This is an optimization exercise on Yosys and OpenROAD, whose aim is small area, a short achievable clock period and few clock cycles per item, not a production implementation.
Function was checked by simulation only, so behaviour that the tests miss may differ from the original.
Power figures rest on the tool's default switching activity, not on a simulated workload.

Design pipelined_prime_sieve, start of the top module:
module pipelined_prime_sieve #(
	parameter int VALUE_BITS = 16,
	parameter int NUM_STAGES = 64
) (
	input  logic                  clk,
	input  logic                  arst_n,
	input  logic                  in_valid,
	output logic                  in_ready,
	input  logic [VALUE_BITS-1:0] in_candidate,
	output logic                  out_valid,
	input  logic                  out_ready,
	output logic [VALUE_BITS-1:0] out_prime_value,
	output logic                  out_table_full
);
Size: ~6700 cells after synthesis, ~39 I/O pins.
make LEC_CHECK=0 CAP_MARGIN=20 CORE_MARGIN=2 CORE_UTILIZATION=45 PLACE_DENSITY=0.6 SETUP_SLACK_MARGIN=0.3 SLEW_MARGIN=20 finish   # period 4.0 ns
run.sh (not shown) runs the stock make flow with config.mk's settings and CLKGATE_MAP_FILE= SYNTH_SCRIPT=/design/flow/synth_recipe.tcl, a recipe that flattens the netlist after the stock synthesis.
Testbench counts at the start, summed over its fixed seeds: cycles 21,346, items 6,467.
Rerun with:
--- a/flow/design.v
+++ b/flow/design.v
@@ -19,17 +19,16 @@
 	localparam int CW  = $clog2(NUM_STAGES + 1);
 	localparam int GW  = $clog2(G);
 	localparam int NW  = 3;                     
 	localparam int LW  = $clog2(P);
 	localparam int SW  = $clog2(W);
 	localparam int BW  = $clog2(W + 1);
 	localparam int KW  = BW + 2;
 	localparam int TB  = (G + 1) / 2;           
-	localparam int TC  = 2;                     
 	function automatic logic [SW-1:0] ctz(input logic [W-1:0] c);
 		ctz = '0;
 		for (int i = W - 1; i >= 0; i--)
 			if (c[i]) ctz = SW'(i);
 	endfunction
 	function automatic logic [BW-1:0] bitlen(input logic [W-1:0] c);
 		bitlen = '0;
 		for (int i = 0; i < W; i++)
@@ -67,18 +66,18 @@
 	logic          p2v;
 	logic [W-1:0]  p2m;
 	logic [W-1:1]  head_dp [P];
 	logic [SW-1:0] head_s [P];
 	logic [P*W-1:0] ring [G];
 	logic [KW-1:0] gbl [G];
 	logic [KW-1:0] gbl_h;
 	logic [GW-1:0] rot;
-	logic [1:0]    tapb;        
-	logic [1:0]    tapb_q;      
+	logic          tapb;        
+	logic          tapb_q;      
 	logic [GW-1:0] gsel_q;      
 	logic [NW-1:0] nitr;        
 	logic [CW-1:0] used;
 	logic          h_v, h_pass, h_done;
 	logic [W-1:0]  h_c;
 	logic [KW-1:0] h_key;
 	logic [KW-1:0] h_gb;
 	logic [W-1:0]  h_enc;
@@ -131,24 +130,17 @@
 	logic [W-1:0]  cm_c;
 	assign full    = (used >= CW'(NUM_STAGES));
 	assign lapneed = (used >= CW'(P));
 	always_comb
 		for (int g = 0; g < G; g++)
 			ne[g] = (CW'(P * (g + 1)) < used);
 	assign take    = !itv && selh && !h_v && ib_v && !ib_drop;
 	logic [GW-1:0] gsel;
-	function automatic logic [GW-1:0] gadd(input logic [GW-1:0] r, input int o);
-		logic [GW+1:0] x;
-		x = (GW+2)'(r) + (GW+2)'(o % G);
-		if (x >= (GW+2)'(G))
-			x = x - (GW+2)'(G);
-		gadd = GW'(x);
-	endfunction
-	assign gsel    = (tapb == 2'd1) ? gadd(rot, TB) : (tapb == 2'd2) ? gadd(rot, TC) : rot;
+	assign gsel    = tapb ? ((rot >= GW'(G - TB)) ? rot - GW'(G - TB) : rot + GW'(TB)) : rot;
 	assign start_r = !itv && !take && l_v && !l_done && ne[gsel] && !visited[gsel];
 	assign start_b = take || start_r;
 	assign nit_src   = take ? ((used == '0) ? NW'(1) : iters(ib_key, gbl_h)) : nitr;
 	assign last_iter = itv ? (it == nit - 1'b1) : (nit_src == NW'(1));
 	assign hit    = ck_v && |lane_hit;
 	assign hit_h  = hit && !ck_l;
 	assign hit_l  = hit && ck_l;
 	assign miss_h = ck_v && !ck_l && !hit;
@@ -185,25 +177,23 @@
 	assign h_v_next     = take || (h_v && !hit_h && !move && !emit_h);
 	logic          h_v_pred, selh_next;
 	assign h_v_pred     = take || (h_v && !move);
 	assign selh_next    = !h_v_pred && ib_v_next && !ib_drop_next;
 	assign l_v_next     = move || (l_v && !hit_l && !emit_l);
 	assign l_c_next     = move ? h_c : l_c;
 	logic [GW-1:0] ga2, gb2;
 	logic [G-1:0]  need;
-	logic [1:0]    tapb_next, tapb_n2;
-	logic [GW-1:0] gc2;
-	assign gc2 = gadd(rot, TC + 2);
+	logic          tapb_next, tapb_n2;
 	logic [GW-1:0] gsel_next, gsel_n2;
 	assign ga2 = (rot >= GW'(G - 2)) ? rot + GW'(2) - GW'(G) : rot + GW'(2);
 	assign gb2 = (rot >= GW'(G - 2 - TB)) ? rot + GW'(TB + 2) - GW'(G) : rot + GW'(TB + 2);
 	assign need    = ne & ~(move ? '0 : visited);
-	assign tapb_n2 = need[ga2] ? 2'd0 : need[gb2] ? 2'd1 : need[gc2] ? 2'd2 : 2'd0;
-	assign gsel_n2 = (tapb_n2 == 2'd1) ? gb2 : (tapb_n2 == 2'd2) ? gc2 : ga2;
+	assign tapb_n2 = !need[ga2] && need[gb2];
+	assign gsel_n2 = tapb_n2 ? gb2 : ga2;
 	assign tapb_next = tapb_q;
 	assign gsel_next = gsel_q;
 	logic [W-1:1] hw_dp;
 	assign hw_dp = W'((ib_c >> ctz(ib_c)) >> 1);
 	logic itv_next;
 	always_comb begin
 		itv_next = itv;
 		if (start_b)
@@ -214,17 +204,17 @@
 	for (genvar l = 0; l < P; l++) begin : g_lane
 		logic [W-1:0] x;
 		logic [W:0]   pre;
 		logic [W-1:0] dpd, mask, mask_h, dp;
 		logic [W-1:1] dsrc;
 		logic [W-1:0] s, c;
 		logic         b;
 		logic [W+1:0] ka, xa, ya, sa, ca;
-		assign x = (tapb_next == 2'd1) ? ring[TB + 1][l*W +: W] : (tapb_next == 2'd2) ? ring[TC + 1][l*W +: W] : ring[1][l*W +: W];
+		assign x = tapb_next ? ring[TB + 1][l*W +: W] : ring[1][l*W +: W];
 		always_comb begin
 			pre[W] = 1'b1;
 			for (int i = W - 1; i >= 1; i--)
 				pre[i] = pre[i + 1] & x[i];
 			pre[0] = 1'b0;
 			dpd[0] = 1'b1;
 			for (int i = 1; i < W; i++)
 				dpd[i] = x[i] & (x[0] | ~pre[i + 1]);
The new run passed the timing, DRC and antenna checks.
Sequential share of layout area climbs by 1.0 points.
Setup slack gains 0.13 ns.
Cell area drops by 2.4%.
Total power drops by 4.9%.
Clock-buffer cell count drops by 25.
Flip-flop and latch count drops by 2.
Routed wire length drops by 0.71%.
Via count drops by 3.0%.
Die area drops by 1.5%.
Testbench counts after the change, summed over its fixed seeds: cycles 22,337, items 6,467.

Setup of job 102:
pipelined_prime_sieve again, from the RTL that the note above started with.
clock: 4.0 ns
lec_check: 0
cap_margin: 20
core_margin: 2
core_utilization: 45
place_density: 0.6
slew_margin: 20
Testbench counts of job 102, summed over its fixed seeds: cycles 21,346, items 6,467.
Changes in job 104 relative to job 102:
-- flow/design.v --
<<< job 102, line 279
			dfirst[l] <= selh_next ? head_dp_next : dpd[W-1:1];
			mokn[l] <= ~|(l_c_next & mask);
			if (!itd) begin
				dq[l]    <= dsrc;
				mok[l]   <= selh ? ~|(cs & mask_h) : mokn[l];
				vmask[l] <= vmask_src[l];
>>> job 104, line 279
			dfirst[l] <= selh_next ? head_dp_next : dpd[W-1:1];
			mokn[l] <= ~|(l_c_next & mask);
			dq[l]   <= dp[W-1:1];
			if (!itd) begin
				mok[l]   <= selh ? ~|(cs & mask_h) : mokn[l];
				vmask[l] <= vmask_src[l];
Results
The flow did not stop early for job 104: all stages ran, and the layout cleared the timing, DRC and antenna checks.
Job 102 finished every step from synthesis to the final layout, and the layout passed the timing, DRC and antenna checks.
Reg-to-reg setup timing slack: job 104 lower than job 102
The clock network area share of job 102 and that of job 104 are within noise of each other.
Run comparison: job 102 capturing element of the worst setup path nitr[2]; job 104 capturing element of the worst setup path nitr[0]
Job 104 vs. job 102: clock share of power went down by 20 points.
Job 104 -> job 102: number of max-cap violations delta 0, exact match
Fraction of met3 tracks used by global routing, job 102 and job 104: lower on job 102
Against job 102 as the reference, job 104 delivers a higher number of clock buffers in the layout.
Job 102 vs job 104, layer with the highest usage after global routing: met2 vs met1
Testbench counts of job 104, summed over its fixed seeds: cycles 21,346, items 6,467.

port drivers added, routing unchanged:
No port has a modelled driver above. Below, the same layouts with a new extraction and two added sets of constraints.
Step 1 sets driving cells, clkbuf_16 on the clock port and buf_2 on the other inputs (assumed; they add their load-dependent delay and slew).
Step 2 times the ports against the registers' clock, not the clock port: input delays grow and output delays shrink by t, the midpoint of the rising clock arrivals with the driver on.
Three values: ideal, step 1, step 2; two values: the first two.
run	t (ns)	setup WS [ns]	hold WS [ns]	worst register clock-pin slew, ns	cell pins on the clock port's net
the first run of note 1	0.922	0.111 / 0.111 / 0.111	0.296 / 0.296 / 0.296	0.07 / 0.07	1
the second run of note 1	0.913	0.241 / 0.241 / 0.209	0.303 / 0.303 / 0.303	0.07 / 0.07	1
job 102	0.896	0.143 / 0.143 / 0.084	0.310 / 0.296 / 0.310	0.07 / 0.07	1
job 104	0.901	0.088 / 0.088 / 0.088	0.307 / 0.307 / 0.307	0.07 / 0.07	1
After both steps setup and hold are still met in every run listed. The setup slack of job 102, which loses most, moves by 0.000 ns with the drivers and by -0.059 ns with both steps.
